This design comes from an exercise in tuning for small area on the open sky130 flow, not from production work.
RTL that was checked went through simulation tests only; none was proved equivalent to the original.
Only the layout flow was run in run 5; the RTL was not checked for function there.
No activity file was given, so power comes from the tool's default toggle rates.

==> flow/design.v <==
package bp_pkg;
   typedef enum logic [1:0] {
      STRONG_NT = 2'b00,
      WEAK_NT   = 2'b01,
      WEAK_T    = 2'b10,
      STRONG_T  = 2'b11
   } counter_t;
   localparam logic [31:0] STAT_MAX = 32'hFFFF_FFFF;
   function automatic counter_t sat_next(counter_t c, logic taken);
      counter_t n;
      n = c;
      case (c)
         bp_pkg::STRONG_NT: n = taken ? bp_pkg::WEAK_NT  : bp_pkg::STRONG_NT;
         bp_pkg::WEAK_NT:   n = taken ? bp_pkg::WEAK_T   : bp_pkg::STRONG_NT;
         bp_pkg::WEAK_T:    n = taken ? bp_pkg::STRONG_T : bp_pkg::WEAK_NT;
         bp_pkg::STRONG_T:  n = taken ? bp_pkg::STRONG_T : bp_pkg::WEAK_T;
         default:   n = bp_pkg::STRONG_NT;
      endcase
      sat_next = n;
   endfunction
endpackage
module bp_counter_table (
   input  logic [1:0] ctr,
   input  logic       hit,
   input  logic       taken,
   output logic [1:0] ctr_next
);
   always_comb begin
      if (hit) ctr_next = bp_pkg::sat_next(bp_pkg::counter_t'(ctr), taken);
      else     ctr_next = taken ? bp_pkg::WEAK_T : bp_pkg::WEAK_NT;
   end
endmodule
module br_predictor_btb
#(
   parameter  int ENTRIES = 16,
   parameter  int HIST_W  = 4,
   localparam int IDX_W   = $clog2(ENTRIES)
) (
   input  logic              CLK,
   input  logic              nRST,
   input  logic [31:0]       lookup_pc,
   output logic              hit,
   output logic              predict,
   output logic [31:0]       pred_target,
   output logic [HIST_W-1:0] pred_hist,
   input  logic              pc_en,
   input  logic              upd_valid,
   input  logic [31:0]       upd_pc,
   input  logic              upd_taken,
   input  logic [31:0]       upd_target,
   input  logic              upd_pred,
   input  logic [HIST_W-1:0] upd_hist,
   output logic [31:0]       br_count,
   output logic [31:0]       mispred_count
);
   localparam int TAG_W = 32 - IDX_W - 2;
   logic [ENTRIES-1:0] valid;
   logic [TAG_W-1:0]   tags    [ENTRIES];
   logic [31:0]        targets [ENTRIES];
   logic [1:0]         ctrs    [ENTRIES];
   logic [IDX_W-1:0]   l_idx, u_idx;
   logic [TAG_W-1:0]   l_tag, u_tag;
   logic [ENTRIES-1:0] l_sel, u_sel;
   logic               upd, upd_hit;
   assign l_idx = lookup_pc[IDX_W+1:2];
   assign l_tag = lookup_pc[31:IDX_W+2];
   assign u_idx = upd_pc[IDX_W+1:2];
   assign u_tag = upd_pc[31:IDX_W+2];
   assign upd   = upd_valid & pc_en;
   always_comb begin
      for (int i = 0; i < ENTRIES; i++) begin
         l_sel[i] = (l_idx == IDX_W'(i));
         u_sel[i] = (u_idx == IDX_W'(i));
      end
   end
   logic             l_valid, l_ctr;
   logic [TAG_W-1:0] l_rtag;
   logic [31:0]      l_rtgt;
   always_comb begin
      l_valid = 1'b0;
      l_ctr   = 1'b0;
      l_rtag  = '0;
      l_rtgt  = '0;
      for (int i = 0; i < ENTRIES; i++) begin
         l_valid = l_valid | (l_sel[i] & valid[i]);
         l_ctr   = l_ctr   | (l_sel[i] & ctrs[i][1]);
         l_rtag  = l_rtag  | ({TAG_W{l_sel[i]}} & tags[i]);
         l_rtgt  = l_rtgt  | ({32{l_sel[i]}} & targets[i]);
      end
   end
   assign hit         = l_valid & (l_rtag == l_tag);
   assign predict     = hit & l_ctr;
   assign pred_target = {32{hit}} & l_rtgt;
   assign pred_hist   = '0;
   logic             u_valid;
   logic [1:0]       u_ctr, u_ctr_next;
   logic [TAG_W-1:0] u_rtag;
   always_comb begin
      u_valid = 1'b0;
      u_ctr   = '0;
      u_rtag  = '0;
      for (int i = 0; i < ENTRIES; i++) begin
         u_valid = u_valid | (u_sel[i] & valid[i]);
         u_ctr   = u_ctr   | ({2{u_sel[i]}} & ctrs[i]);
         u_rtag  = u_rtag  | ({TAG_W{u_sel[i]}} & tags[i]);
      end
   end
   assign upd_hit = u_valid & (u_rtag == u_tag);
   bp_counter_table u_ctr_step (
      .ctr      (u_ctr),
      .hit      (upd_hit),
      .taken    (upd_taken),
      .ctr_next (u_ctr_next)
   );
   logic wr_tgt;
   assign wr_tgt = ~upd_hit | upd_taken;
   always_ff @(posedge CLK) begin
      for (int i = 0; i < ENTRIES; i++) begin
         if (upd && u_sel[i]) begin
            tags[i] <= u_tag;
            ctrs[i] <= u_ctr_next;
            if (wr_tgt) targets[i] <= upd_target;
         end
      end
   end
   always_ff @(posedge CLK or negedge nRST) begin
      if (!nRST)    valid <= '0;
      else if (upd) valid <= valid | u_sel;
   end
   always_ff @(posedge CLK or negedge nRST) begin
      if (!nRST) begin
         br_count      <= '0;
         mispred_count <= '0;
      end else if (upd) begin
         if (br_count != bp_pkg::STAT_MAX) br_count <= br_count + 32'd1;
         if ((upd_pred != upd_taken) && (mispred_count != bp_pkg::STAT_MAX))
            mispred_count <= mispred_count + 32'd1;
      end
   end
endmodule
==> flow/run.sh <==
#!/bin/bash
# synth_recipe.tcl (not shown) runs the flow's synth.tcl, then flattens the netlist and writes it again
# the make line also repeats each setting of config.mk as NAME=value (left out here)
make -C /OpenROAD-flow-scripts/flow DESIGN_CONFIG=/design/flow/config.mk WORK_HOME=/design/flow/orfs CLKGATE_MAP_FILE= SYNTH_SCRIPT=/design/flow/synth_recipe.tcl finish
==> flow/config.mk <==
export PLATFORM = sky130hd
export DESIGN_NAME = br_predictor_btb
export DESIGN_NICKNAME = br_predictor_btb
export VERILOG_FILES = /design/flow/design.v
export SDC_FILE = /design/flow/constraint.sdc
export NUM_CORES = 4
export LEC_CHECK = 0
export CAP_MARGIN = 20
export CORE_MARGIN = 2
export CORE_UTILIZATION = 40
export CTS_CLUSTER_DIAMETER = 80
export CTS_CLUSTER_SIZE = 22
export SETUP_SLACK_MARGIN = 0.3
export SLEW_MARGIN = 20
==> flow/constraint.sdc <==
create_clock -name core_clock -period 7.0 [get_ports {CLK}]
set_input_delay 1.4000 -clock core_clock [delete_from_list [all_inputs] [get_ports {CLK}]]
set_output_delay 1.4000 -clock core_clock [all_outputs]
set_load 0.01 [all_outputs]
==> metrics.md, run 1 <==
| Metric | Value |
|---|---|
| Outcome | `no timing/DRC/antenna violations` |
| Post-Synthesis Cells | `2841` |
| Critical Path Source | `lookup_pc[4]` |
| Asr flop ratio synth | `0.07692` |
| Most used DFF post-synth | `edfxtp_1` |
| Filler Cell Count | `9359` |
| Area grow syn2layout | `17.29%` |
| Buffers on Ports | `195` |
| Worst Tran Pin Value | `1.328 ns` |
| Post-DP Area | `49060 sq um` |
| Pwr Total | `12.13 mW` |
| R2R cell count | `10` |
| Slew Viols, Final | `0` |
| Unrepaired setup endpoints after global routing | `true` |
| Pleak | `16.74 nW` |
| Global-route wire length before repair | `238400 um` |
| Hold_sp | `br_count[22]` |
| CP arrival | `5.43 ns` |
| Final Util | `0.4726` |
| Clock transition at path regs | `0.08 ns` |
| Drt pass-1 iters | `9` |
| Sink Count | `1040` |
| Clk Latency, worst-skew pair | `0.76 ns` |
| Final Critical Period | `6.828 ns` |
| Overflow after GRT | `0` |
| Max Fanout on Critical Path | `17` |
| Register area share after synthesis | `0.7038` |
| Reg2Reg Setup Slack | `3.03 ns` |
| Dpl ws | `-0.4170 ns` |
| Vias per Instance | `6.903` |
| Power per Cell Area | `236.1 nW/um^2` |
| Clock buffer depth | `3` |
| Setup crit end | `pred_target[29]` |
| IO Count | `208` |
| Post-Syn Area | `43800 sq um` |
| Die W | `334.9 um` |
| Post-synth top area share | `0.6581` |
| Worst hold path type | `reg2reg` |
| Main combinational cell family by area after synthesis | `compound AO/OA/AOI/OAI gates` |
| Wire length per cell | `37.89 um` |
| Initial core utilization | `0.4030` |
| DIE AREA | `112200 sq um` |
| CTS Hold Bufs | `0` |
| Post-route cell area | `51380 sq um` |
| Cell Rows | `121` |
| Largest area contributor in the netlist | `edfxtp_1` |
| Crit start category | `primary input` |
| Top cells by area, synth | `edfxtp_1, dfrtp_1, a22oi_1` |
| Syn. warnings | `5` |
| Top cells by count, synth | `edfxtp_1, a22oi_1, a221oi_1` |
| MaxCap Viol Count | `0` |
| Clock Tree Root | `clkbuf_16` |
| R2R Path End | `targets[11][4]` |
| Worst hold margin | `0.4926 ns` |
| Setup violations, final | `0` |
| Ratio of cells with drive above 1 in the final layout | `0.1631` |
| Synth cell types | `80` |
| Largest net degree at the start of global routing | `81` |
| Multiplexer share of the synthesized area | `0.03845` |
| Synth Area in Adders | `0.0005713` |
| Count leader, synth | `edfxtp_1` |
| Synth Area in Simple Gates | `0.06850` |
| Clock Skew | `0.09354 ns` |
| XOR/XNOR Fraction of Synth Area | `0.02119` |
| Rel. slew slack | `0.1108` |
| Element type at the critical path end | `output pin` |
| Total global-route track usage | `0.3023` |
| Worst path required time | `5.60 ns` |
| Worst reg2reg path startpoint | `tags[6][21]` |
| Routability Congestion | `1.014` |
| Max Fclk | `146.5 MHz` |
| Fin. Hold Viols | `0` |
| Number of DRC markers in iteration 0 | `5331` |
| Syn avg cell area | `15.42 sq um` |
| Yosys reg bits | `1040` |
| H-tree Lvls | `2` |
| Critical path class | `in2out` |
| Setup ws final | `0.1718 ns` |
| Vias | `31700` |
| ANT nets after route | `0` |
| Vias in the first global route | `30340` |
| Maximum vdd drop | `0.0002171 V` |
| Crit share post-route | `0.9755` |
| Die H | `334.9 um` |
| Initial antenna violation count | `11` |
| Synth Area in Compound Gates | `0.1453` |
| Number of flops mapped to enable cells by yosys | `960` |
| Total Nets Final | `3242` |
| Core area | `108700 sq um` |
| Detail Placement HPWL | `105900 um` |
| WL final | `174000 um` |
| Post-route DRC | `0` |
| CTS buffer count | `59` |
| CTS tree | `done` |
sequential cells by signal (all words and copies together) (netlist names):
| register | flops |
|---|---|
| mispred_count | 32 |
| ctrs | 32 |
| targets | 512 |
| tags | 416 |
| br_count | 32 |
| valid | 16 |
stage by stage:
stage               setup TNS (ns)  cells
floorplan                        0   2844
global placement            -9.082   4476
detailed placement          -10.04   4476
CTS                              0   4580
global route                     0   4584
finish                           0   4592
power breakdown:
group          switching [mW]  total (mW)  leakage [nW]  internal, mW
Combinational           0.801        1.25          6.11         0.446
Sequential             0.0892        6.99          9.72          6.90
Clock                    2.16        3.89         0.910          1.73
Total                    3.05        12.1          16.7          9.08
worst max-delay path, cell delays in order:
cell             delay [ns]
buf_4                  0.15
buf_16                 0.20
buf_4                  0.27
or3b_2                 0.33
o211ai_1               0.16
a2111oi_2              0.49
buf_4                  0.20
xor2_1                 0.19
o2111ai_2              0.18
nor4_4                 0.33
buf_4                  0.18
nand4_1                0.10
buf_6                  0.20
buf_12                 0.19
a31oi_2                0.25
clkdlybuf4s50_1        0.58
cells in the final DEF (no fill, tap or decap), types with 12 or more instances in the layout:
cell	instances
nor3b_1	16
o22ai_1	28
a221oi_1	146
nor4_1	17
nand3_1	62
nor3_1	29
mux2_2	67
dlygate4sd2_1	25
buf_4	199
xor2_1	35
clkdlybuf4s50_1	154
o21ai_0	36
o221ai_1	13
nor2_1	48
buf_12	35
nand2_1	84
a32oi_1	43
dfrtp_1	80
a22oi_1	194
o211ai_1	13
edfxtp_1	960
a21oi_1	27
a31oi_1	24
o2bb2ai_1	12
a32o_1	12
clkbuf_16	59
mux2i_1	76
a222oi_1	14
xnor2_1	70
nor3_2	19
nor2b_1	26
a22o_1	133
and3_1	57
nand2b_1	13
nand4_1	31
or2_2	13
nor2_4	14
o32ai_1	15
layer usage:
metal | GRT usage | part of all wire | vias up
met5 | 0 | 0.00050 | -
met4 | 0.1564 | 0.057 | 14
met3 | 0.07402 | 0.12 | 534
met2 | 0.4662 | 0.45 | 2590
met1 | 0.3969 | 0.37 | 16180
li1 | - | - | 12380
layout make-up:
class	instances	area [sq um]	share of cell area
well taps	1414	1769	0.03444
flip-flops and latches	1040	30830	0.6001
clock inverters	24	340.3	0.006624
diodes	9	22.52	0.0004384
repair buffers	431	4265	0.08302
multi-input cells	1587	12550	0.2442
clock buffers	72	1545	0.03008
inverters	15	56.30	0.001096
kinds of logic after synthesis:
logic type               count (synthesis)
AND/OR/NAND/NOR                        529
AO/OA/AOI/OAI                          795
adder cells (fa/ha/maj)                  2
multiplexers                           151
flip-flops                            1040
other                                    1
XOR/XNOR                               106
buffers and inverters                  217
worst min-delay path by stage:
stage	endpoint	cells after the start
global placement	mispred_count[27]	1
CTS	br_count[5]	1
floorplan	valid[6]	1
global route	br_count[8]	1
finish	br_count[22]	1
detailed placement	br_count[5]	1
what timing repair did:
action,CTS,global route
buffers inserted,5,3
cloned,3,0
setup endpoints to repair,34,30
hold endpoints to repair,0,0
resized for setup,62,22
pin swaps,2,7
==> inputs of run 2 (changes only) <==
--- a/flow/config.mk
+++ b/flow/config.mk
@@ -10,4 +10,2 @@
 export CORE_UTILIZATION = 40
-export CTS_CLUSTER_DIAMETER = 80
-export CTS_CLUSTER_SIZE = 22
 export SETUP_SLACK_MARGIN = 0.3
==> run 2 against run 1 <==
Against the previous run:
- still clean
- worst hold slack got worse by 0.0035 ns
- critical path depth increased by 1
- global-route usage increased by 0.28 points
- maximum frequency increased by 1.1%
- die area unchanged
- sequential share of layout area down 2.0 points
- power is 17% higher
==> metrics.md, run 2 <==
| Metric | Value |
|---|---|
| Clock transition at path regs | `0.06 ns` |
| IO Count | `208` |
| Initial antenna violation count | `15` |
| Power per Cell Area | `266.9 nW/um^2` |
| Cell Rows | `121` |
| Number of DRC markers in iteration 0 | `5447` |
| Worst hold path type | `reg2reg` |
| Pleak | `17.65 nW` |
| Area grow syn2layout | `21.31%` |
| Clock buffer depth | `3` |
| Initial core utilization | `0.4030` |
| Reg2Reg Setup Slack | `2.95 ns` |
| Most used DFF post-synth | `edfxtp_1` |
| H-tree Lvls | `3` |
| Vias in the first global route | `30920` |
| Sink Count | `1040` |
| Finished Layout Cells | `4696` |
| Placed cells | `4476` |
| Max Fanout on Critical Path | `17` |
| Most common cell after layout, fill and taps aside | `edfxtp_1` |
| Global-route wire length before repair | `240800 um` |
| Slew Viols, Final | `0` |
| MaxCap Viol Count | `0` |
| Die H | `334.9 um` |
| Crit share post-route | `0.9645` |
| Clk Latency, worst-skew pair | `0.74 ns` |
| ANT nets after route | `0` |
| Final Util | `0.4888` |
| Unrepaired setup endpoints after global routing | `false` |
| Largest area contributor in the netlist | `edfxtp_1` |
| Drt pass-1 iters | `7` |
| Top cells by area, synth | `edfxtp_1, dfrtp_1, a22oi_1` |
| Total Nets Final | `3291` |
| Outcome | `no timing/DRC/antenna violations` |
| Crit start category | `primary input` |
| CTS tree | `done` |
| Die W | `334.9 um` |
| Rel. slew slack | `0.1162` |
| Vias | `31970` |
| Total global-route track usage | `0.3051` |
| Final Critical Period | `6.751 ns` |
| Yosys reg bits | `1040` |
| Overflow after GRT | `0` |
| Most frequent cells in the layout | `edfxtp_1, buf_4, a22oi_1` |
| Routability Congestion | `1.014` |
| CP arrival | `5.35 ns` |
| DIE AREA | `112200 sq um` |
| Post-route cell area | `53140 sq um` |
| Largest register FFs | `512` |
| Max Fclk | `148.1 MHz` |
| Clock Skew | `0.05930 ns` |
| Post-Synthesis Cells | `2841` |
| Syn. warnings | `5` |
| Synth cell types | `80` |
| Syn avg cell area | `15.42 sq um` |
| Core area | `108700 sq um` |
| Post-Syn Area | `43800 sq um` |
| Post-synth top area share | `0.6581` |
| CTS buffer count | `111` |
| Largest net degree at the start of global routing | `81` |
| Clock Tree Root | `clkbuf_16` |
| WL final | `174700 um` |
| Top cells by count, synth | `edfxtp_1, a22oi_1, a221oi_1` |
| Fin. Hold Viols | `0` |
| Wire length per cell | `37.19 um` |
| Critical path class | `in2out` |
| Buffers on Ports | `195` |
| Element type at the critical path end | `output pin` |
| Worst path required time | `5.60 ns` |
| Asr flop ratio synth | `0.07692` |
| Ratio of cells with drive above 1 in the final layout | `0.1832` |
| Worst Tran Pin Value | `1.320 ns` |
| Number of flops mapped to enable cells by yosys | `960` |
| Largest regs | `targets (512), tags (416)` |
| Largest Register | `targets` |
| Detail Placement HPWL | `105900 um` |
| Count leader, synth | `edfxtp_1` |
| Post-DP Area | `49060 sq um` |
| Register area share after synthesis | `0.7038` |
| Post-route DRC | `0` |
| Maximum vdd drop | `0.0002213 V` |
| Vias per Instance | `6.807` |
| Setup violations, final | `0` |
run 2: cell types whose count changed in the layout (fill, tap and decap cells not counted), moves of 3 or more:
cell | before | now
clkinv_2 | 3 | 32
diode_2 | 9 | 6
clkinv_8 | 3 | 0
inv_8 | 3 | 0
clkinv_1 | 9 | 29
clkbuf_16 | 59 | 113
bufinv_16 | 3 | 12
clkbuf_1 | 11 | 14
clkinv_16 | 2 | 5
run 2: final timing paths:
check                             start  cells after the start                end
max                        lookup_pc[4]                     17     pred_target[7]
min                        br_count[22]                      1       br_count[22]
max reg2reg                tags[10][21]                      8        ctrs[13][0]
min reg2reg                br_count[22]                      1       br_count[22]
max in group asynchronous          nRST                      1           valid[0]
min in group asynchronous          nRST                      1  mispred_count[27]
run 2: kinds of logic (layout without fill, tap and decap cells):
group                    count (synthesis)  in the layout  synth area share
other                                    1             10        0.00008561
AND/OR/NAND/NOR                        529            529           0.06850
multiplexers                           151            151           0.03845
XOR/XNOR                               106            106           0.02119
AO/OA/AOI/OAI                          795            795            0.1453
adder cells (fa/ha/maj)                  2              2         0.0005712
buffers and inverters                  217            649           0.02205
flip-flops                            1040           1040            0.7038
run 2: area by class of cell:
class,instances,area (sq um)
repair buffers,428,4240
multi-input cells,1587,12540
inverters,15,56.30
diodes,6,15.01
flip-flops and latches,1040,30830
clock buffers,127,2880
fillers,9178,55560
clock inverters,79,810.8
well taps,1414,1769
run 2: timing repair:
item	CTS	global route
endpoints found under the setup margin	34	19
gates cloned	3	0
hold buffers	0	0
pin swaps	2	4
gates resized for setup	64	22
setup buffers	5	0
run 2: per-layer routing:
metal / track usage / routed length (um)
met4: 0.1643 / 11230
met3: 0.08102 / 21320
met2: 0.4680 / 77630
met1: 0.3960 / 64350
met5: 0 / 125
run 2: per-stage QoR:
| stage | setup TNS, ns | setup slack [ns] | hold WS [ns] | power (mW) |
|---|---|---|---|---|
| floorplan | 0 | 0.4733 | 0.4519 | 7.635 |
| global placement | -9.082 | -0.3767 | 0.4701 | 8.281 |
| detailed placement | -10.04 | -0.4170 | 0.4814 | 8.298 |
| CTS | 0 | 0.1616 | 0.4939 | 14.18 |
| global route | 0 | 0.3254 | 0.5095 | 14.52 |
| finish | 0 | 0.2486 | 0.4891 | 14.18 |
run 2: worst max-delay path: stages:
cell           delay, ns
buf_4               0.16
buf_16              0.18
buf_4               0.22
nor3b_1             0.57
buf_4               0.28
a32oi_1             0.07
o221ai_1            0.17
nand4b_1            0.21
xnor2_1             0.15
nand4_1             0.17
nor4_4              0.43
buf_4               0.18
nand4_1             0.10
buf_6               0.19
bufbuf_16           0.32
a31oi_1             0.21
dlygate4sd2_1       0.31
run 2: power by group:
part | switching (mW) | leakage (nW) | internal, mW | total (mW)
combinational | 0.801 | 6.11 | 0.446 | 1.25
sequential | 0.0891 | 9.72 | 6.91 | 7.00
clock | 2.53 | 1.82 | 3.40 | 5.93
total | 3.42 | 17.7 | 10.8 | 14.2
==> inputs of run 3 (changes only) <==
==> flow/flow/run.sh (new file) <==
#!/bin/bash
# Standard layout with the port buffers made of the smallest buffer and
# a clock tree of larger sink clusters without dummy loads.
export BUFFER_PORTS_ARGS="-buffer_cell sky130_fd_sc_hd__buf_1"
export CTS_ARGS="-sink_clustering_enable -repair_clock_nets -sink_clustering_size 28 -sink_clustering_max_diameter 80 -dont_use_dummy_load"
bash standard.sh > standard.log 2>&1
==> flow/standard.sh (new file) <==
#!/bin/bash
# synth_recipe.tcl (not shown) runs the flow's synth.tcl, then flattens the netlist and writes it again
# the make line also repeats each setting of config.mk as NAME=value (left out here)
make -C /OpenROAD-flow-scripts/flow DESIGN_CONFIG=/design/flow/config.mk WORK_HOME=/design/flow/orfs CLKGATE_MAP_FILE= SYNTH_SCRIPT=/design/flow/synth_recipe.tcl "${@:-finish}"
--- a/flow/config.mk
+++ b/flow/config.mk
@@ -7,6 +7,6 @@
 export LEC_CHECK = 0
-export CAP_MARGIN = 20
+export CAP_MARGIN = 0
 export CORE_MARGIN = 2
-export CORE_UTILIZATION = 40
-export SETUP_SLACK_MARGIN = 0.3
-export SLEW_MARGIN = 20
+export CORE_UTILIZATION = 60
+export SETUP_SLACK_MARGIN = 0.15
+export SLEW_MARGIN = 0
removed: flow/run.sh
==> run 3 against run 2 <==
Against the previous run:
- setup slack got worse by 0.053 ns
- synthesized cell count unchanged
- maximum frequency decreased by 0.78%
- via count decreased by 0.57%
- die area decreased by 33%
- register-to-register slack improved by 0.08 ns
- largest cell class unchanged
- sequential share of layout area increased by 5.2 points
- clock-buffer cell count decreased by 79
- non-clock buffer count increased by 20
- cell count decreased by 13%
==> metrics.md, run 3 <==
| Metric | Value |
|---|---|
| Outcome | `no timing/DRC/antenna violations` |
| H-tree Lvls | `2` |
| Clk Latency, worst-skew pair | `0.66 ns` |
| Multiplexer share of the synthesized area | `0.03845` |
| Ordered cell list for the critical path | `clkbuf_4 -> buf_12 -> nor2b_1 -> buf_4 -> a222oi_1 -> nor4b_2 -> buf_4 -> xnor2_1 -> nor4_1 -> buf_4 -> and4_1 -> nand4_1 -> buf_12 -> a31oi_1 -> buf_1` |
| Vias | `31780` |
| Post-Synthesis Cells | `2841` |
| Asr flop ratio synth | `0.07692` |
| CP peak stage delay | `0.51 ns` |
| Clock buffer depth | `3` |
| Post-Syn Area | `43800 sq um` |
| Total global-route track usage | `0.4264` |
| Syn avg cell area | `15.42 sq um` |
| Pleak | `15.71 nW` |
| Power per Cell Area | `229.4 nW/um^2` |
| Synth Area in Compound Gates | `0.1453` |
| Slew Viols, Final | `0` |
| Most common cell after layout, fill and taps aside | `edfxtp_1` |
| Wire length per cell | `39.47 um` |
| Number of flops mapped to enable cells by yosys | `960` |
| Clock Skew | `0.04575 ns` |
| Crit start category | `primary input` |
| Slowest CP cell | `nor4b_2` |
| Worst Tran Pin Value | `1.377 ns` |
| MaxCap Viol Count | `0` |
| Overflow after GRT | `0` |
| Top cells by count, synth | `edfxtp_1, a22oi_1, a221oi_1` |
| CTS Hold Bufs | `0` |
| Top cells by area, synth | `edfxtp_1, dfrtp_1, a22oi_1` |
| Syn. warnings | `5` |
| CTS tree | `done` |
| Largest Register | `targets` |
| ANT nets after route | `0` |
| Most frequent cells in the layout | `edfxtp_1, buf_4, a22oi_1` |
| Synth Area in Adders | `0.0005713` |
| Largest register FFs | `512` |
| WL final | `162100 um` |
| Cell Rows | `99` |
| Post-synth top area share | `0.6581` |
| Die W | `274.2 um` |
| Clk pwr share | `0.273` |
| Post-CTS setup buffer count | `0` |
| Max Fanout on Critical Path | `32` |
| Total Nets Final | `3248` |
| Sequential power share | `0.624` |
| Worst hold path type | `reg2reg` |
| CP arrival | `5.40 ns` |
| DIE AREA | `75180 sq um` |
| Ratio of cells with drive above 1 in the final layout | `0.1491` |
| Global-route wire length before repair | `223600 um` |
| Crit-path most repeated cell | `buf_4` |
| CTS buffer count | `48` |
| Largest area contributor in the netlist | `edfxtp_1` |
| Count leader, synth | `edfxtp_1` |
| Post-route DRC | `0` |
| Vias per Instance | `7.737` |
| Detail Placement HPWL | `100100 um` |
| Core area | `72590 sq um` |
| Maximum vdd drop | `0.0002236 V` |
| Sink Count | `1040` |
| Final Util | `0.6721` |
| Synth cell types | `80` |
| Switching part of the total | `0.2408` |
| Setup TNS Final | `0 ns` |
| Critical path class | `in2out` |
| Max Fclk | `147.0 MHz` |
| Unrepaired setup endpoints after global routing | `false` |
| Drt pass-1 iters | `14` |
| Pwr Total | `11.19 mW` |
| XOR/XNOR Fraction of Synth Area | `0.02119` |
| Clock transition at path regs | `0.09 ns` |
| Die H | `274.2 um` |
| Rel. slew slack | `0.08043` |
| Largest net degree at the start of global routing | `81` |
| Buffers on Ports | `195` |
| Number of DRC markers in iteration 0 | `5848` |
| Most used DFF post-synth | `edfxtp_1` |
| Clock Tree Root | `clkbuf_16` |
| Comb power frac | `0.102` |
| Routability Congestion | `1.065` |
| Crit share post-route | `0.9720` |
| Register area share after synthesis | `0.7038` |
| Worst hold margin | `0.4950 ns` |
| Largest regs | `targets (512), tags (416)` |
| Area grow syn2layout | `11.38%` |
| Setup violations, final | `0` |
| Final Critical Period | `6.804 ns` |
| Initial antenna violation count | `19` |
| Yosys reg bits | `1040` |
| Filler Cell Count | `5110` |
| Int Pwr | `8.497 mW` |
| Synth Area in Simple Gates | `0.06850` |
| IO Count | `208` |
| Main combinational cell family by area after synthesis | `compound AO/OA/AOI/OAI gates` |
| Element type at the critical path end | `output pin` |
| Initial core utilization | `0.6035` |
| Worst path required time | `5.60 ns` |
| Fin. Hold Viols | `0` |
| Vias in the first global route | `30100` |
| Net Switching | `2.695 mW` |
==> run 3: worst paths after layout <==
path,startpoint,endpoint,slack (ns),cells after the start
worst max-delay path,lookup_pc[2],pred_target[2],0.20,15
worst max register to register,tags[13][22],ctrs[15][0],3.03,9
worst min-delay path,br_count[28],br_count[28],0.49,1
max in group asynchronous,nRST,valid[9],5.30,1
worst min register to register,br_count[28],br_count[28],0.49,1
min in group asynchronous,nRST,mispred_count[25],0.98,1
==> run 3: power groups by stage <==
| stage | combinational [mW] | sequential (mW) | clock [mW] |
|---|---|---|---|
| floorplan | 0.521 | 7.11 | 0 |
| global placement | 1.06 | 7.12 | 0 |
| detailed placement | 1.08 | 7.12 | 0 |
| CTS | 1.08 | 6.98 | 3.05 |
| global route | 1.16 | 7.00 | 3.24 |
| finish | 1.14 | 6.99 | 3.06 |
==> run 3: final cells by class <==
cell class | instances | area [sq um] | share of cell area
well taps | 959 | 1200 | 0.02459
flip-flops and latches | 1040 | 30830 | 0.6319
inverters | 15 | 56.30 | 0.001154
multi-input cells | 1587 | 12340 | 0.2529
repair buffers | 448 | 3136 | 0.06427
diodes | 11 | 27.53 | 0.0005642
clock buffers | 48 | 1201 | 0.02462
==> run 3: worst max-delay path, delay by kind of cell <==
kind	cells	cell delay [ns]
compound gates	2	0.70
xor+xnor	1	0.08
buf+inv	7	1.81
simple gates	5	1.36
==> run 3: cells by family (layout without fill, tap and decap cells) <==
| kind of cell | count (synthesis) | in the layout |
|---|---|---|
| xor+xnor | 106 | 106 |
| mux | 151 | 151 |
| buf+inv | 217 | 511 |
| simple gates | 529 | 529 |
| flops | 1040 | 1040 |
| fa+ha+maj | 2 | 2 |
| other cells | 1 | 15 |
| compound gates | 795 | 795 |
==> run 3: metrics by stage <==
stage	instances	instance area, sq um	worst slack, ns
5_1_grt	4101	48770	0.1822
3_3_place_gp	4048	47520	0.1427
4_1_cts	4096	48730	0.2877
3_5_place_dp	4048	47520	0.1537
6_report	4108	48790	0.1957
2_1_floorplan	2844	43810	0.4733
==> run 3: layer usage <==
layer,share of wire,global-route usage
met5,0.0011,0
met4,0.070,0.2554
met3,0.14,0.1138
met2,0.44,0.6398
met1,0.35,0.5623
==> run 3: repair_timing <==
item	in CTS	in global routing
resized for setup	1	1
gates cloned	0	0
endpoints found under the setup margin	3	6
==> inputs of run 4 (changes only) <==
==> flow/flow/run.sh (replaced) <==
#!/bin/bash
# Standard layout with the port buffers made of the smallest buffer and
# a clock tree of larger sink clusters without dummy loads.
export BUFFER_PORTS_ARGS="-buffer_cell sky130_fd_sc_hd__buf_1"
export CTS_ARGS="-sink_clustering_enable -repair_clock_nets -sink_clustering_size 22 -sink_clustering_max_diameter 80 -dont_use_dummy_load"
bash standard.sh > standard.log 2>&1
--- a/flow/config.mk
+++ b/flow/config.mk
@@ -7,6 +7,6 @@
 export LEC_CHECK = 0
-export CAP_MARGIN = 0
+export CAP_MARGIN = 10
 export CORE_MARGIN = 2
 export CORE_UTILIZATION = 60
-export SETUP_SLACK_MARGIN = 0.15
-export SLEW_MARGIN = 0
+export SETUP_SLACK_MARGIN = 0.3
+export SLEW_MARGIN = 10
==> run 4 against run 3 <==
Against the previous run:
- still clean on timing, DRC and antenna
- worst hold slack about the same
- sequential power about the same
- critical path depth decreased by 1
- core utilization increased by 0.22 points
- setup slack improved by 0.092 ns
- clock power increased by 6%
- critical path type unchanged
- largest cell class unchanged
==> metrics.md, run 4 <==
| Metric | Value |
|---|---|
| Outcome | `no timing/DRC/antenna violations` |
| Worst Tran Pin Value | `1.267 ns` |
| Largest regs | `targets (512), tags (416)` |
| Buffers on Ports | `195` |
| Die W | `274.2 um` |
| Syn. warnings | `5` |
| Area grow syn2layout | `11.75%` |
| Top cells by count, synth | `edfxtp_1, a22oi_1, a221oi_1` |
| Largest net degree at the start of global routing | `81` |
| Unrepaired setup endpoints after global routing | `false` |
| Count leader, synth | `edfxtp_1` |
| Largest register FFs | `512` |
| CTS Hold Bufs | `0` |
| Pleak | `15.81 nW` |
| Max Fclk | `149.0 MHz` |
| MaxCap Viol Count | `0` |
| Worst hold path type | `reg2reg` |
| Post-DP Area | `47520 sq um` |
| Clock Tree Root | `clkbuf_16` |
| Reg2Reg Setup Slack | `3.02 ns` |
| R2R cell count | `9` |
| Clock buffer depth | `3` |
| Most frequent cells in the layout | `edfxtp_1, buf_4, a22oi_1` |
| Max Fanout on Critical Path | `32` |
| Vias | `31730` |
| Vias in the first global route | `30050` |
| Setup TNS Final | `0 ns` |
| Element type at the critical path end | `output pin` |
| Vias per Instance | `7.719` |
| Post-Syn Area | `43800 sq um` |
| Clock transition at path regs | `0.09 ns` |
| Largest Register | `targets` |
| Overflow after GRT | `0` |
| Pwr Total | `11.37 mW` |
| Die H | `274.2 um` |
| Syn avg cell area | `15.42 sq um` |
| CTS tree | `done` |
| Total Nets Final | `3254` |
| Final Critical Period | `6.713 ns` |
| Core area | `72590 sq um` |
| Setup violations, final | `0` |
| Post-synth top area share | `0.6581` |
| Clock Skew | `0.07514 ns` |
| Maximum vdd drop | `0.0002930 V` |
| Synth cell types | `80` |
| Ratio of cells with drive above 1 in the final layout | `0.1514` |
| Routability Congestion | `1.065` |
| Crit start category | `primary input` |
| H-tree Lvls | `2` |
| Post-CTS setup buffer count | `0` |
| Finished Layout Cells | `4110` |
| Top cells by area, synth | `edfxtp_1, dfrtp_1, a22oi_1` |
| Sink Count | `1040` |
| WL final | `161300 um` |
| Critical path class | `in2out` |
| Register area share after synthesis | `0.7038` |
| Filler Cell Count | `5080` |
| Clk Latency, worst-skew pair | `0.68 ns` |
| Post-route cell area | `48950 sq um` |
| Initial core utilization | `0.6035` |
| Initial antenna violation count | `18` |
| Drt pass-1 iters | `9` |
| Number of DRC markers in iteration 0 | `5929` |
| Most common cell after layout, fill and taps aside | `edfxtp_1` |
| Hold Path Stages | `1` |
| CTS buffer count | `55` |
| Yosys reg bits | `1040` |
| Rel. slew slack | `0.1535` |
| ANT nets after route | `0` |
| Crit share post-route | `0.9589` |
| Number of flops mapped to enable cells by yosys | `960` |
| Fin. Hold Viols | `0` |
| Worst path required time | `5.60 ns` |
| Wire length per cell | `39.25 um` |
| Power per Cell Area | `232.3 nW/um^2` |
| Detail Placement HPWL | `100100 um` |
| DIE AREA | `75180 sq um` |
| Worst hold margin | `0.4948 ns` |
| Post-Synthesis Cells | `2841` |
| Slew Viols, Final | `0` |
| CP arrival | `5.31 ns` |
| Global-route wire length before repair | `223300 um` |
| Most used DFF post-synth | `edfxtp_1` |
| Post-route DRC | `0` |
| IO Count | `208` |
| Largest area contributor in the netlist | `edfxtp_1` |
| Cell Rows | `99` |
| Placed cells | `4048` |
| Total global-route track usage | `0.4257` |
| Asr flop ratio synth | `0.07692` |
run 4: cell count changes in the layout (fill, tap and decap cells not counted), sizes merged:
cell    delta
clkbuf     +7
diode      -4
buf        -1
run 4: power by group:
part	total, mW	internal [mW]	switching [mW]
registers	6.99	6.90	0.0903
logic	1.14	0.371	0.768
clock network	3.24	1.39	1.85
total	11.4	8.66	2.71
run 4: final timing paths:
check | start | endpoint
setup reg to reg | tags[13][22] | ctrs[8][0]
max in group asynchronous | nRST | br_count[1]
setup / recovery | lookup_pc[2] | pred_target[2]
hold / removal | br_count[28] | br_count[28]
hold reg to reg | br_count[28] | br_count[28]
min in group asynchronous | nRST | mispred_count[6]
run 4: final cells by class:
class | instances | area, sq um | share of cell area
diodes | 7 | 17.52 | 0.0003578
clock buffers | 55 | 1376 | 0.02812
repair buffers | 447 | 3108 | 0.06349
multi-input cells | 1587 | 12360 | 0.2525
inverters | 15 | 57.56 | 0.001176
flip-flops and latches | 1040 | 30830 | 0.6298
well taps | 959 | 1200 | 0.02451
run 4: through the flow:
stage / util / setup slack (ns)
after detailed placement: 0.6547 / 0.1743
after CTS: 0.6738 / 0.3634
final: 0.6744 / 0.2874
after global routing: 0.6743 / 0.3024
after global placement: 0.6547 / 0.1427
after floorplan: - / 0.4733
run 4: cell families after synthesis:
kind of cell             after synthesis  synth area share
adder cells (fa/ha/maj)                2         0.0005712
flip-flops                          1040            0.7038
multiplexers                         151           0.03845
AO/OA/AOI/OAI                        795            0.1453
other                                  1        0.00008561
XOR/XNOR                             106           0.02119
AND/OR/NAND/NOR                      529           0.06850
buffers and inverters                217           0.02205
run 4: metal layers:
metal | vias up | GRT usage | share of wire | wire length [um]
li1 | 12370 | - | - | -
met1 | 15770 | 0.5577 | 0.35 | 55770
met2 | 2894 | 0.6401 | 0.44 | 71710
met3 | 677 | 0.1166 | 0.14 | 22190
met4 | 18 | 0.2560 | 0.071 | 11430
met5 | - | 0 | 0.0013 | 214
run 4: timing repair:
item                       in CTS  in global routing
gates resized for setup         2                  4
setup endpoints to repair      32                 30
hold endpoints to repair        0                  0
run 4: critical path, cell delays in order:
cell and delay, ns:
clkbuf_4 0.43, inv_1 0.27, buf_12 0.23, nand2_1 0.47, o22ai_1 0.17, nor4_1 0.35, xnor2_1 0.21, nor4_1 0.34
buf_4 0.18, and4_1 0.26, nand4_1 0.16, buf_12 0.23, a31oi_1 0.33, buf_1 0.21
==> inputs of run 5 (changes only) <==
--- a/flow/design.v
+++ b/flow/design.v
@@ -32,2 +32,13 @@
 endmodule
+module bp_store #(
+   parameter int W = 32
+) (
+   input  logic         CLK,
+   input  logic         we,
+   input  logic         keep,
+   input  logic [W-1:0] d,
+   output logic [W-1:0] q
+);
+   always_ff @(posedge CLK) q <= (q & {W{keep}}) | (d & {W{we}});
+endmodule
 module br_predictor_btb
@@ -57,5 +68,5 @@
    logic [ENTRIES-1:0] valid;
-   logic [TAG_W-1:0]   tags    [ENTRIES];
-   logic [31:0]        targets [ENTRIES];
-   logic [1:0]         ctrs    [ENTRIES];
+   logic [ENTRIES-1:0][TAG_W-1:0] tags;
+   logic [ENTRIES-1:0][31:0]      targets;
+   logic [ENTRIES-1:0][1:0]       ctrs;
    logic [IDX_W-1:0]   l_idx, u_idx;
@@ -116,10 +127,27 @@
    assign wr_tgt = ~upd_hit | upd_taken;
-   always_ff @(posedge CLK) begin
-      for (int i = 0; i < ENTRIES; i++) begin
-         if (upd && u_sel[i]) begin
-            tags[i] <= u_tag;
-            ctrs[i] <= u_ctr_next;
-            if (wr_tgt) targets[i] <= upd_target;
-         end
-      end
+   logic [ENTRIES-1:0] we_tag, we_tgt;
+   assign we_tag = {ENTRIES{upd}} & u_sel;
+   assign we_tgt = {ENTRIES{upd & wr_tgt}} & u_sel;
+   for (genvar i = 0; i < ENTRIES; i++) begin : g_entry
+      bp_store #(.W(TAG_W)) u_tags (
+         .CLK  (CLK),
+         .we   (we_tag[i]),
+         .keep (~we_tag[i]),
+         .d    (u_tag),
+         .q    (tags[i])
+      );
+      bp_store #(.W(2)) u_ctrs (
+         .CLK  (CLK),
+         .we   (we_tag[i]),
+         .keep (~we_tag[i]),
+         .d    (u_ctr_next),
+         .q    (ctrs[i])
+      );
+      bp_store #(.W(32)) u_target (
+         .CLK  (CLK),
+         .we   (we_tgt[i]),
+         .keep (~we_tgt[i]),
+         .d    (upd_target),
+         .q    (targets[i])
+      );
    end
--- a/flow/config.mk
+++ b/flow/config.mk
@@ -12 +12,2 @@
 export SLEW_MARGIN = 10
+export SYNTH_HIERARCHICAL = 1
==> run 5 against run 4 <==
Against the previous run:
- synthesized area increased by 2.9%
- maximum frequency is 1.4% lower
- die area rose by 2.9%
- sequential share of layout area fell by 19 points
- setup slack lost 0.096 ns
- flip-flop and latch count unchanged
- register-to-register slack worse by 0.29 ns
- largest cell class unchanged
==> metrics.md, run 5 <==
| Metric | Value |
|---|---|
| Critical path class | `in2out` |
| Count leader, synth | `a22o_1` |
| CP peak stage delay | `0.44 ns` |
| Post-Syn Area | `45080 sq um` |
| Hold_sp | `g_entry[8].u_target.q[28]` |
| Total Nets Final | `4275` |
| Max Fclk | `146.9 MHz` |
| Outcome | `no timing/DRC/antenna violations` |
| Clock Skew | `0.05855 ns` |
| Pleak | `18.46 nW` |
| Top cells by area, synth | `dfxtp_1, a22o_1, buf_6` |
| Most common cell after layout, fill and taps aside | `a22o_1` |
| Int Pwr | `9.839 mW` |
| Most frequent cells in the layout | `a22o_1, dfxtp_1, a22oi_1, buf_4, buf_1` |
| Post-synth top area share | `0.4263` |
| Routability Congestion | `1.101` |
| H-tree Lvls | `2` |
| Drt pass-1 iters | `13` |
| Most used DFF post-synth | `dfxtp_1` |
| Crit share post-route | `0.9727` |
| Syn. warnings | `11` |
| Hold Path Stages | `1` |
| Reg2Reg Setup Slack | `2.73 ns` |
| Ratio of cells with drive above 1 in the final layout | `0.1467` |
| Overflow after GRT | `0` |
| Placed cells | `5077` |
| Largest regs | `g_entry.u_target.q (512), g_entry.u_tags.q (416)` |
| Worst reg2reg path startpoint | `g_entry[12].u_tags.q[14]` |
| Fin. Hold Viols | `0` |
| Slew Viols, Final | `0` |
| Core area | `74450 sq um` |
| Detail Placement HPWL | `125600 um` |
| Max Fanout on Critical Path | `36` |
| Wire length per cell | `40.29 um` |
| Power per Cell Area | `288.3 nW/um^2` |
| Final Critical Period | `6.809 ns` |
| Element type at the critical path end | `output pin` |
| Slowest CP cell | `clkbuf_4` |
| Hold Path Sink | `g_entry[8].u_target.q[28]` |
| CTS Hold Bufs | `0` |
| Vias per Instance | `8.352` |
| Finished Layout Cells | `5165` |
| Cell Rows | `100` |
| DIE AREA | `77340 sq um` |
| Crit-path most repeated cell | `buf_12` |
| Maximum vdd drop | `0.0002206 V` |
| Sink Count | `1040` |
| Clock transition at path regs | `0.09 ns` |
| Clock Tree Root | `clkbuf_16` |
| Largest area contributor in the netlist | `dfxtp_1` |
| Worst hold path type | `reg2reg` |
| WL final | `208100 um` |
| Vias in the first global route | `40510` |
| MaxCap Viol Count | `0` |
| Worst Tran Pin Value | `1.416 ns` |
| Total global-route track usage | `0.5138` |
| Setup violations, final | `0` |
| ANT nets after route | `0` |
| Global-route wire length before repair | `290400 um` |
| Pwr Total | `13.92 mW` |
| Comb power frac | `0.189` |
| Sequential power share | `0.571` |
| CTS tree | `done` |
| Buffers on Ports | `195` |
| Number of flops mapped to enable cells by yosys | `0` |
| Clk pwr share | `0.240` |
| Post-route DRC | `0` |
| Largest register FFs | `512` |
| Ordered cell list for the critical path | `clkbuf_4 -> buf_12 -> nand2b_1 -> nor2_1 -> a221o_1 -> a211oi_1 -> xnor2_1 -> nor4_2 -> nand4_1 -> buf_12 -> a311oi_2 -> buf_4 -> buf_1` |
| Asr flop ratio synth | `0.07692` |
| Die W | `278.1 um` |
| Crit start category | `primary input` |
| Register area share after synthesis | `0.4707` |
| R2R cell count | `13` |
| Top cells by count, synth | `a22o_1, dfxtp_1, a22oi_1` |
| Number of DRC markers in iteration 0 | `9275` |
| CTS buffer count | `54` |
| Net Switching | `4.085 mW` |
| Initial antenna violation count | `18` |
| Yosys reg bits | `1040` |
| Rel. slew slack | `0.05498` |
| CP arrival | `5.41 ns` |
| Setup TNS Final | `0 ns` |
| Largest Register | `g_entry.u_target.q` |
| Clock buffer depth | `3` |
| Unrepaired setup endpoints after global routing | `false` |
| Clk Latency, worst-skew pair | `0.68 ns` |
| Post-Synthesis Cells | `4034` |
| Area grow syn2layout | `7.147%` |
| IO Count | `208` |
| Die H | `278.1 um` |
| R2R Path End | `g_entry[8].u_target.q[12]` |
| Largest net degree at the start of global routing | `81` |
| Syn avg cell area | `11.18 sq um` |
| Switching part of the total | `0.2934` |
| Vias | `43140` |
| Worst path required time | `5.60 ns` |
| Synth cell types | `87` |
| Initial core utilization | `0.6055` |
## run 5: worst max path at each step
stage	slack, ns	start	cells after the start	endpoint
after floorplan	1.70	lookup_pc[2]	12	pred_target[10]
after global placement	0.16	lookup_pc[4]	15	predict
after detailed placement	0.16	lookup_pc[4]	15	predict
after CTS	0.33	lookup_pc[4]	15	predict
after global routing	0.36	lookup_pc[5]	14	predict
final	0.19	lookup_pc[4]	13	predict
## run 5: kinds of logic (layout without fill, tap and decap cells)
| kind of cell | Yosys count | in the layout | synth area share |
|---|---|---|---|
| AND/OR/NAND/NOR | 560 | 560 | 0.06994 |
| buffers and inverters | 425 | 553 | 0.07308 |
| flip-flops | 1040 | 1040 | 0.4707 |
| other | 1 | 35 | 0.00008318 |
| AO/OA/AOI/OAI | 1753 | 1753 | 0.3291 |
| multiplexers | 150 | 150 | 0.03653 |
| adder cells (fa/ha/maj) | 2 | 2 | 0.0005550 |
| XOR/XNOR | 103 | 103 | 0.02001 |
## run 5: power groups by stage
stage / sequential, mW / combinational [mW] / clock (mW)
floorplan: 7.74 / 1.78 / 0
CTS: 7.87 / 2.50 / 3.31
detailed placement: 8.00 / 2.49 / 0
finish: 7.95 / 2.63 / 3.34
global placement: 7.93 / 2.42 / 0
global route: 8.02 / 2.71 / 3.50
## run 5: routing by layer
metal,share of wire,track usage,vias to the layer above
li1,-,-,16340
met1,0.36,0.6561,20790
met2,0.38,0.6772,4708
met3,0.18,0.2618,1297
met4,0.078,0.3211,6
met5,0.00069,0.02001,-
## run 5: per-stage QoR
stage          utilization  instance area, sq um  hold WS, ns  worst slack [ns]
2_1_floorplan            -                 45090       0.4501             1.700
3_3_place_gp        0.6285                 46790       0.4648            0.1633
3_5_place_dp        0.6288                 46810       0.4703            0.1622
4_1_cts             0.6471                 48180       0.4915            0.3323
5_1_grt             0.6482                 48260       0.5004            0.3555
6_report            0.6488                 48300       0.4937            0.1910
## run 5: what timing repair did
item                       4_1_cts  5_1_grt
resized for setup                2        9
pin swaps                        0        3
setup buffers                    0        3
setup endpoints to repair        1       13
## run 5: cell type report
class                           count  area, sq um
Fill cell                        5946        26140
Sequential cell                  1040        21220
Multi-Input combinational cell   2572        20960
Timing Repair Buffer              469         3372
Clock buffer                       54         1351
Tap cell                          969         1212
Inverter                           30        112.6
Antenna cell                       31        77.57
## run 5: worst max-delay path: cells and delay by family
kind,cells,cell delay (ns)
buffers and inverters,5,1.37
AO/OA/AOI/OAI,3,1.22
AND/OR/NAND/NOR,4,1.11
XOR/XNOR,1,0.24
## run 5: per-module statistics from Yosys, one instance, submodules excluded, excerpt
| module | area, sq um | cells inside | times used | flip-flops and latches |
|---|---|---|---|---|
| br_predictor_btb | 15110 | 1914 | 1 | 80 |
| bp_counter_table | 45.04 | 8 | 1 | 0 |
==> inputs of run 6 (changes only) <==
--- a/flow/design.v
+++ b/flow/design.v
@@ -42,2 +42,15 @@
    always_ff @(posedge CLK) q <= (q & {W{keep}}) | (d & {W{we}});
+endmodule
+module bp_onehot_mux #(
+   parameter int N = 16,
+   parameter int W = 32
+) (
+   input  logic [N-1:0]        sel,
+   input  logic [N-1:0][W-1:0] d,
+   output logic [W-1:0]        y
+);
+   always_comb begin
+      y = '0;
+      for (int i = 0; i < N; i++) y = y | ({W{sel[i]}} & d[i]);
+   end
 endmodule
@@ -89,14 +102,15 @@
    logic [31:0]      l_rtgt;
+   logic [ENTRIES-1:0][TAG_W+1+32:0] l_words;
+   logic [ENTRIES-1:0][TAG_W+2:0]    u_words;
    always_comb begin
-      l_valid = 1'b0;
-      l_ctr   = 1'b0;
-      l_rtag  = '0;
-      l_rtgt  = '0;
       for (int i = 0; i < ENTRIES; i++) begin
-         l_valid = l_valid | (l_sel[i] & valid[i]);
-         l_ctr   = l_ctr   | (l_sel[i] & ctrs[i][1]);
-         l_rtag  = l_rtag  | ({TAG_W{l_sel[i]}} & tags[i]);
-         l_rtgt  = l_rtgt  | ({32{l_sel[i]}} & targets[i]);
+         l_words[i] = {valid[i], ctrs[i][1], tags[i], targets[i]};
+         u_words[i] = {valid[i], ctrs[i], tags[i]};
       end
    end
+   bp_onehot_mux #(.N(ENTRIES), .W(TAG_W + 34)) u_l_mux (
+      .sel (l_sel),
+      .d   (l_words),
+      .y   ({l_valid, l_ctr, l_rtag, l_rtgt})
+   );
    assign hit         = l_valid & (l_rtag == l_tag);
@@ -108,12 +122,7 @@
    logic [TAG_W-1:0] u_rtag;
-   always_comb begin
-      u_valid = 1'b0;
-      u_ctr   = '0;
-      u_rtag  = '0;
-      for (int i = 0; i < ENTRIES; i++) begin
-         u_valid = u_valid | (u_sel[i] & valid[i]);
-         u_ctr   = u_ctr   | ({2{u_sel[i]}} & ctrs[i]);
-         u_rtag  = u_rtag  | ({TAG_W{u_sel[i]}} & tags[i]);
-      end
-   end
+   bp_onehot_mux #(.N(ENTRIES), .W(TAG_W + 3)) u_u_mux (
+      .sel (u_sel),
+      .d   (u_words),
+      .y   ({u_valid, u_ctr, u_rtag})
+   );
    assign upd_hit = u_valid & (u_rtag == u_tag);
==> run 6 against run 5 <==
Against the previous run:
- still clean
- sequential power is 1% lower
- cell count shrank 10%
- clock power shrank 1%
- worst hold slack got worse by 0.0018 ns
- power decreased by 5.2%
- clock skew fell by 0.019 ns
- final area shrank 7.3%
==> metrics.md, run 6 <==
| Metric | Value |
|---|---|
| Outcome | `no timing/DRC/antenna violations` |
| Critical Path Source | `lookup_pc[3]` |
| Multiplexer share of the synthesized area | `0.0005241` |
| Unrepaired setup endpoints after global routing | `false` |
| Initial core utilization | `0.6032` |
| Global-route wire length before repair | `225800 um` |
| Largest net degree at the start of global routing | `81` |
| Vias | `35950` |
| Overflow after GRT | `0` |
| CTS tree | `done` |
| MaxCap Viol Count | `0` |
| Detail Placement HPWL | `92200 um` |
| Post-route DRC | `0` |
| Switching part of the total | `0.2693` |
| XOR/XNOR Fraction of Synth Area | `0.02303` |
| Post-Syn Area | `42970 sq um` |
| R2R Path End | `g_entry[6].u_target.q[23]` |
| Reg2Reg Setup Slack | `2.79 ns` |
| Clk pwr share | `0.249` |
| Pleak | `17.09 nW` |
| Sink Count | `1040` |
| Slew Viols, Final | `0` |
| Core area | `71240 sq um` |
| Crit-path most repeated cell | `nand4_1` |
| Max Fanout on Critical Path | `34` |
| CTS buffer count | `54` |
| Total Nets Final | `3784` |
| Vias in the first global route | `34980` |
| Clock Tree Root | `clkbuf_16` |
| CTS Hold Bufs | `0` |
| Cell Rows | `98` |
| Worst hold margin | `0.4919 ns` |
| R2R cell count | `11` |
| Net Switching | `3.555 mW` |
| Synth Area in Adders | `0.0005823` |
| Fin. Hold Viols | `0` |
| Count leader, synth | `a22o_1` |
| Setup crit end | `predict` |
| Max Fclk | `149.8 MHz` |
| Largest register FFs | `512` |
| Clock transition at path regs | `0.08 ns` |
| Number of DRC markers in iteration 0 | `4721` |
| Setup TNS Final | `0 ns` |
| WL final | `154600 um` |
| Comb power frac | `0.156` |
| Ordered cell list for the critical path | `clkbuf_2 -> nand2b_2 -> nor2_4 -> a221oi_1 -> nand4_1 -> xnor2_1 -> nand4_1 -> or4_4 -> nor4_4 -> buf_12 -> and2_1 -> buf_1` |
| Element type at the critical path end | `output pin` |
| Syn. warnings | `13` |
| Crit share post-route | `0.9536` |
| Largest area contributor in the netlist | `dfxtp_1` |
| Clock Skew | `0.03981 ns` |
| Buffers on Ports | `195` |
| Top cells by count, synth | `a22o_1, dfxtp_1, a221oi_1` |
| CP peak stage delay | `0.83 ns` |
| Synth cell types | `43` |
| Crit start category | `primary input` |
| Syn avg cell area | `11.78 sq um` |
| CP arrival | `5.28 ns` |
| Ratio of cells with drive above 1 in the final layout | `0.1135` |
| Synth Area in Simple Gates | `0.05325` |
| Worst Tran Pin Value | `1.342 ns` |
| Vias per Instance | `7.759` |
| Asr flop ratio synth | `0.07692` |
| DIE AREA | `73780 sq um` |
| Drt pass-1 iters | `6` |
| Clk Latency, worst-skew pair | `0.66 ns` |
| Most common cell after layout, fill and taps aside | `a22o_1` |
| Number of flops mapped to enable cells by yosys | `0` |
| Rel. slew slack | `0.1034` |
| Power per Cell Area | `294.7 nW/um^2` |
| ANT nets after route | `0` |
| Clock buffer depth | `3` |
| H-tree Lvls | `2` |
| Area grow syn2layout | `4.230%` |
| Die W | `271.6 um` |
| Worst path required time | `5.60 ns` |
| IO Count | `208` |
| Post-synth top area share | `0.4472` |
| Main combinational cell family by area after synthesis | `compound AO/OA/AOI/OAI gates` |
| Worst reg2reg path startpoint | `g_entry[0].u_tags.q[25]` |
| Top cells by area, synth | `dfxtp_1, a22o_1, a221oi_1` |
| Int Pwr | `9.644 mW` |
| Register area share after synthesis | `0.4938` |
| Wire length per cell | `33.36 um` |
| Total global-route track usage | `0.4020` |
| Yosys reg bits | `1040` |
| Most used DFF post-synth | `dfxtp_1` |
| Post-Synthesis Cells | `3649` |
| Largest regs | `g_entry.u_target.q (512), g_entry.u_tags.q (416)` |
| Slowest CP cell | `nor2_4` |
| Synth Area in Compound Gates | `0.3467` |
| Maximum vdd drop | `0.0002323 V` |
| Pwr Total | `13.20 mW` |
| Critical path class | `in2out` |
| Routability Congestion | `0.9587` |
| Initial antenna violation count | `10` |
| Setup violations, final | `0` |
| Die H | `271.6 um` |
| Worst hold path type | `reg2reg` |
| Sequential power share | `0.595` |
| Final Critical Period | `6.675 ns` |
| Most frequent cells in the layout | `a22o_1, dfxtp_1, a221oi_1` |
| Largest Register | `g_entry.u_target.q` |
[run 6: changes by cell type in the layout (fill, tap and decap cells not counted), sizes merged, moves of 86 or more]
cell / before / now
a221oi: 109 / 356
buf: 463 / 334
a22o: 1089 / 1316
a22oi: 233 / 0
mux2i: 97 / 0
nand4: 38 / 124
[run 6: critical path, delay by kind of cell]
| family | cells | cell delay, ns |
|---|---|---|
| simple gates | 7 | 2.85 |
| buf+inv | 3 | 0.63 |
| compound gates | 1 | 0.20 |
| xor+xnor | 1 | 0.15 |
[run 6: kinds of logic (layout without fill, tap and decap cells)]
group	count (synthesis)	after routing
AOI/OAI and AO/OA	1685	1685
xor gates and xnor gates	113	113
adders and majority gates	2	2
buffers and inverters	394	416
DFF	1040	1040
muxes	2	2
other	1	13
and+or+nand+nor	412	412
[run 6: per-module statistics from Yosys, one instance, submodules excluded, a selection]
| module | flip-flops and latches | area [sq um] | times used |
|---|---|---|---|
| br_predictor_btb | 80 | 5026 | 1 |
| bp_counter_table | 0 | 45.04 | 1 |
[run 6: how the worst min path moves through the flow]
stage	startpoint	endpoint	cells after the start
finish	g_entry[7].u_target.q[30]	g_entry[7].u_target.q[30]	1
floorplan	g_entry[2].u_target.q[29]	g_entry[2].u_target.q[29]	1
global placement	g_entry[10].u_target.q[29]	g_entry[10].u_target.q[29]	1
CTS	g_entry[9].u_ctrs.q[0]	g_entry[9].u_ctrs.q[0]	1
global route	g_entry[10].u_target.q[29]	g_entry[10].u_target.q[29]	1
detailed placement	g_entry[10].u_target.q[29]	g_entry[10].u_target.q[29]	1
[run 6: area by class of cell]
class | count | area, sq um
Antenna cell | 9 | 22.52
Clock buffer | 54 | 1351
Fill cell | 5689 | 26450
Inverter | 23 | 86.33
Multi-Input combinational cell | 2218 | 18700
Sequential cell | 1040 | 21220
Tap cell | 950 | 1189
Timing Repair Buffer | 339 | 2222
[run 6: through the flow]
stage          instances    util  cell area, sq um  worst slack [ns]
5_1_grt             4631  0.6287             44790            0.3401
3_3_place_gp        4570  0.6090             43380            0.3892
3_5_place_dp        4570  0.6090             43380            0.3468
4_1_cts             4624  0.6279             44730            0.3387
2_1_floorplan       3652       -             42990             1.650
6_report            4633  0.6288             44790            0.3246
[run 6: power groups by stage]
stage	combinational, mW	sequential, mW	clock (mW)
after floorplan	1.52	7.75	0
after global placement	1.94	7.85	0
after detailed placement	2.02	7.95	0
after CTS	2.03	7.82	3.31
after global routing	2.19	7.98	3.50
final	2.06	7.86	3.29
[run 6: timing repair]
| item | CTS | global route |
|---|---|---|
| endpoints found under the setup margin | 0 | 33 |
| resized for setup | 0 | 12 |
| setup buffers | 0 | 0 |
| hold endpoints to repair | 0 | 0 |
[run 6: metal layers]
metal	track usage	share of wire	up-vias
met5	0	0.00017	-
met4	0.2156	0.055	4
met3	0.08235	0.12	557
met2	0.6229	0.44	2540
met1	0.5292	0.38	18040
li1	-	-	14810
==> inputs of run 7 (changes only) <==
--- a/flow/design.v
+++ b/flow/design.v
@@ -43,14 +43,30 @@
 endmodule
-module bp_onehot_mux #(
-   parameter int N = 16,
+module bp_sel_mux #(
    parameter int W = 32
 ) (
-   input  logic [N-1:0]        sel,
-   input  logic [N-1:0][W-1:0] d,
-   output logic [W-1:0]        y
+   input  logic [15:0]        sel,
+   input  logic [15:0][W-1:0] d,
+   output logic [W-1:0]       y
 );
+   logic [5:0][W-1:0] g;
+   for (genvar k = 0; k < 5; k++) begin : g_grp
+      bp_aoi3 #(.W(W)) u_aoi (
+         .sel (sel[3*k +: 3]),
+         .d   (d[3*k +: 3]),
+         .y_n (g[k])
+      );
+   end
    always_comb begin
-      y = '0;
-      for (int i = 0; i < N; i++) y = y | ({W{sel[i]}} & d[i]);
+      g[5] = ~({W{sel[15]}} & d[15]);
+      y    = ~(g[0] & g[1] & g[2] & g[3] & g[4] & g[5]);
    end
+endmodule
+module bp_aoi3 #(
+   parameter int W = 32
+) (
+   input  logic [2:0]        sel,
+   input  logic [2:0][W-1:0] d,
+   output logic [W-1:0]      y_n
+);
+   assign y_n = ~(({W{sel[0]}} & d[0]) | ({W{sel[1]}} & d[1]) | ({W{sel[2]}} & d[2]));
 endmodule
@@ -110,3 +126,3 @@
    end
-   bp_onehot_mux #(.N(ENTRIES), .W(TAG_W + 34)) u_l_mux (
+   bp_sel_mux #(.W(TAG_W + 34)) u_l_mux (
       .sel (l_sel),
@@ -122,3 +138,3 @@
    logic [TAG_W-1:0] u_rtag;
-   bp_onehot_mux #(.N(ENTRIES), .W(TAG_W + 3)) u_u_mux (
+   bp_sel_mux #(.W(TAG_W + 3)) u_u_mux (
       .sel (u_sel),
==> flow/flow/run.sh (replaced) <==
#!/bin/bash
# Standard layout with the port buffers made of the smallest buffer and
# a clock tree of larger sink clusters without dummy loads.
export BUFFER_PORTS_ARGS="-buffer_cell sky130_fd_sc_hd__buf_1"
export CTS_ARGS="-sink_clustering_enable -repair_clock_nets -sink_clustering_size 28 -sink_clustering_max_diameter 80 -dont_use_dummy_load"
bash standard.sh > standard.log 2>&1
==> run 7 against run 6 <==
Against the previous run:
- largest power group unchanged
- critical endpoint is now pred_target[21]
- global-route usage grew 1.2 points
- power shrank 1.8%
- critical path type unchanged
- synthesized cell count shrank 2.4%
- cell count shrank 1.3%
- register-to-register slack gained 0.02 ns
- final area shrank 1.9%
- largest cell class unchanged
- still clean
==> metrics.md, run 7 <==
| Metric | Value |
|---|---|
| Total global-route track usage | `0.4139` |
| Top cells by area, synth | `dfxtp_1, a22o_1, a222oi_1` |
| Unrepaired setup endpoints after global routing | `false` |
| Worst path required time | `5.60 ns` |
| Net Switching | `3.510 mW` |
| Worst hold margin | `0.4902 ns` |
| Crit start category | `primary input` |
| Clk Latency, worst-skew pair | `0.65 ns` |
| Detail Placement HPWL | `93230 um` |
| Global-route wire length before repair | `230000 um` |
| H-tree Lvls | `2` |
| Most common cell after layout, fill and taps aside | `dfxtp_1` |
| Ratio of cells with drive above 1 in the final layout | `0.1226` |
| Area grow syn2layout | `3.801%` |
| Clock transition at path regs | `0.08 ns` |
| Initial core utilization | `0.6056` |
| Count leader, synth | `dfxtp_1` |
| Int Pwr | `9.458 mW` |
| Total Nets Final | `3733` |
| Clock Tree Root | `clkbuf_16` |
| Sink Count | `1040` |
| Clock buffer depth | `3` |
| Fin. Hold Viols | `0` |
| ANT nets after route | `0` |
| Most frequent cells in the layout | `dfxtp_1, a22o_1, a222oi_1` |
| WL final | `158500 um` |
| Buffers on Ports | `195` |
| Rel. slew slack | `0.1857` |
| Post-route DRC | `0` |
| Overflow after GRT | `0` |
| Number of flops mapped to enable cells by yosys | `0` |
| Wire length per cell | `34.68 um` |
| Max Fanout on Critical Path | `17` |
| Largest area contributor in the netlist | `dfxtp_1` |
| Syn avg cell area | `11.89 sq um` |
| Post-Syn Area | `42330 sq um` |
| Syn. warnings | `13` |
| Setup violations, final | `0` |
| Drt pass-1 iters | `15` |
| Core area | `69910 sq um` |
| Sequential power share | `0.605` |
| Final Critical Period | `6.710 ns` |
| Worst hold path type | `reg2reg` |
| Largest net degree at the start of global routing | `61` |
| Outcome | `no timing/DRC/antenna violations` |
| Clock Skew | `0.05364 ns` |
| Synth cell types | `42` |
| Largest regs | `g_entry.u_target.q (512), g_entry.u_tags.q (416)` |
| Largest register FFs | `512` |
| Dpl ws | `0.1878 ns` |
| CTS tree | `done` |
| Worst Tran Pin Value | `1.221 ns` |
| Vias | `36250` |
| Largest Register | `g_entry.u_target.q` |
| CP arrival | `5.31 ns` |
| Comb power frac | `0.160` |
| Hold Path Stages | `1` |
| Die W | `269.6 um` |
| Initial antenna violation count | `10` |
| Critical path class | `in2out` |
| Slew Viols, Final | `0` |
| Asr flop ratio synth | `0.07692` |
| Crit share post-route | `0.9585` |
| IO Count | `208` |
| Cell Rows | `97` |
| Vias in the first global route | `34760` |
| Clk pwr share | `0.235` |
| Max Fclk | `149.0 MHz` |
| Register area share after synthesis | `0.5013` |
| DIE AREA | `72700 sq um` |
| Routability Congestion | `0.9187` |
| Die H | `269.6 um` |
| R2R cell count | `11` |
| Setup TNS Final | `0 ns` |
| Number of DRC markers in iteration 0 | `7229` |
| Element type at the critical path end | `output pin` |
| Yosys reg bits | `1040` |
| Power per Cell Area | `295.1 nW/um^2` |
| Top cells by count, synth | `dfxtp_1, a22o_1, a222oi_1` |
| Setup ws final | `0.2903 ns` |
| Maximum vdd drop | `0.0002303 V` |
| CTS buffer count | `46` |
| Post-synth top area share | `0.4540` |
| MaxCap Viol Count | `0` |
| Switching part of the total | `0.2706` |
| Filler Cell Count | `5638` |
| Pleak | `16.48 nW` |
| Most used DFF post-synth | `dfxtp_1` |
| Vias per Instance | `7.930` |
| Post-Synthesis Cells | `3560` |
[run 7: layout make-up]
cell class / count / area, sq um / share of cell area
sequential: 1040 / 21220 / 0.4829
multi-input combinational: 2129 / 17750 / 0.4040
timing repair buffer: 385 / 2536 / 0.05771
tap: 940 / 1176 / 0.02676
clock buffer: 46 / 1151 / 0.02620
inverter: 23 / 86.33 / 0.001965
antenna: 8 / 20.02 / 0.0004556
[run 7: logic make-up after synthesis]
group                    after synthesis  synth area share
AO/OA/AOI/OAI                       1418            0.3094
flip-flops                          1040            0.5013
AND/OR/NAND/NOR                      590           0.07510
buffers and inverters                394           0.08964
XOR/XNOR                             113           0.02338
adder cells (fa/ha/maj)                2         0.0005910
multiplexers                           2         0.0005320
other                                  1        0.00008858
[run 7: what timing repair did]
action                     CTS  global route
buffers inserted             0             5
hold buffers                 0             0
pin swaps                    0             5
resized for setup            3            12
gates cloned                 0             1
setup endpoints to repair   33            34
[run 7: stage by stage]
stage	utilization	instance area (sq um)	power, mW	cells
2_1_floorplan	-	42350	9.264	3563
3_3_place_gp	0.6101	42650	9.805	4511
3_5_place_dp	0.6101	42650	9.954	4511
4_1_cts	0.6266	43810	12.89	4557
5_1_grt	0.6286	43940	13.41	4570
6_report	0.6286	43940	12.97	4571
[run 7: power by group through the flow]
stage	Combinational (mW)	Clock, mW	Sequential [mW]
detailed placement	2.02	0	7.93
floorplan	1.52	0	7.74
global placement	1.95	0	7.85
global route	2.20	3.25	7.97
CTS	2.03	3.05	7.81
finish	2.07	3.05	7.84
[run 7: path summary, 6_finish.rpt]
kind,start,endpoint,slack (ns)
max,lookup_pc[2],pred_target[21],0.29
min,g_entry[5].u_target.q[0],g_entry[5].u_target.q[0],0.49
max reg2reg,g_entry[9].u_tags.q[11],g_entry[14].u_target.q[9],2.81
min reg2reg,g_entry[5].u_target.q[0],g_entry[5].u_target.q[0],0.49
max in group asynchronous,nRST,mispred_count[10],5.14
min in group asynchronous,nRST,br_count[1],0.67
[run 7: routing by layer]
layer	global-route usage	routed length (um)	vias up
met5	0	23	-
met4	0.2602	11780	4
met3	0.09600	21210	695
met2	0.6163	66820	3038
met1	0.5439	58690	17830
li1	-	-	14680
[run 7: critical path, stage by stage]
cell,delay [ns]
buf_2,0.26
nand2_1,0.29
nor2_4,0.59
buf_4,0.25
a222oi_1,0.06
and3_1,0.21
nand4_1,0.27
xnor2_1,0.16
nand4_1,0.17
or4_4,0.56
nor4_4,0.25
buf_4,0.24
buf_8,0.25
and2_1,0.17
buf_1,0.15
[run 7: per-module statistics from Yosys, one instance, submodules excluded, excerpt]
module | flip-flops and latches | times used | area (sq um)
bp_counter_table | 0 | 1 | 45.04
br_predictor_btb | 80 | 1 | 5026

-- static timing again, ports no longer ideal --
The flow's constraints put no driver on any port. The routed layouts listed below were extracted and timed again, unchanged, in two steps. Step 1 (the two cells are an assumption about what drives the block):
set clk [get_ports {CLK}]
set_driving_cell -lib_cell sky130_fd_sc_hd__clkbuf_16 $clk
set_driving_cell -lib_cell sky130_fd_sc_hd__buf_2 [delete_from_list [all_inputs] $clk]
Step 2 times the ports against the registers' clock, not the clock port: input delays grow and output delays shrink by t, the midpoint of the rising clock arrivals with the driver on. a / b / c = ideal / step 1 / step 2; a / b = the first two.
run | t, ns | slack for setup (ns) | hold WS [ns] | pins driven straight from the clock port
run 1 | 0.801 | 0.172 / 0.145 / 0.145 | 0.493 / 0.493 / 0.493 | 1
run 2 | 0.786 | 0.249 / 0.226 / 0.226 | 0.489 / 0.489 / 0.489 | 1
run 3 | 0.708 | 0.196 / 0.168 / 0.168 | 0.495 / 0.495 / 0.495 | 1
run 4 | 0.712 | 0.287 / 0.264 / 0.264 | 0.495 / 0.495 / 0.495 | 1
run 5 | 0.725 | 0.191 / 0.152 / 0.152 | 0.494 / 0.494 / 0.494 | 1
run 6 | 0.709 | 0.325 / 0.259 / 0.259 | 0.492 / 0.492 / 0.492 | 1
run 7 | 0.694 | 0.290 / 0.260 / 0.260 | 0.490 / 0.490 / 0.490 | 1
After both steps setup and hold are still met in every run listed. The setup slack of run 6, which loses most, moves by -0.066 ns with the drivers and by -0.066 ns with both steps.
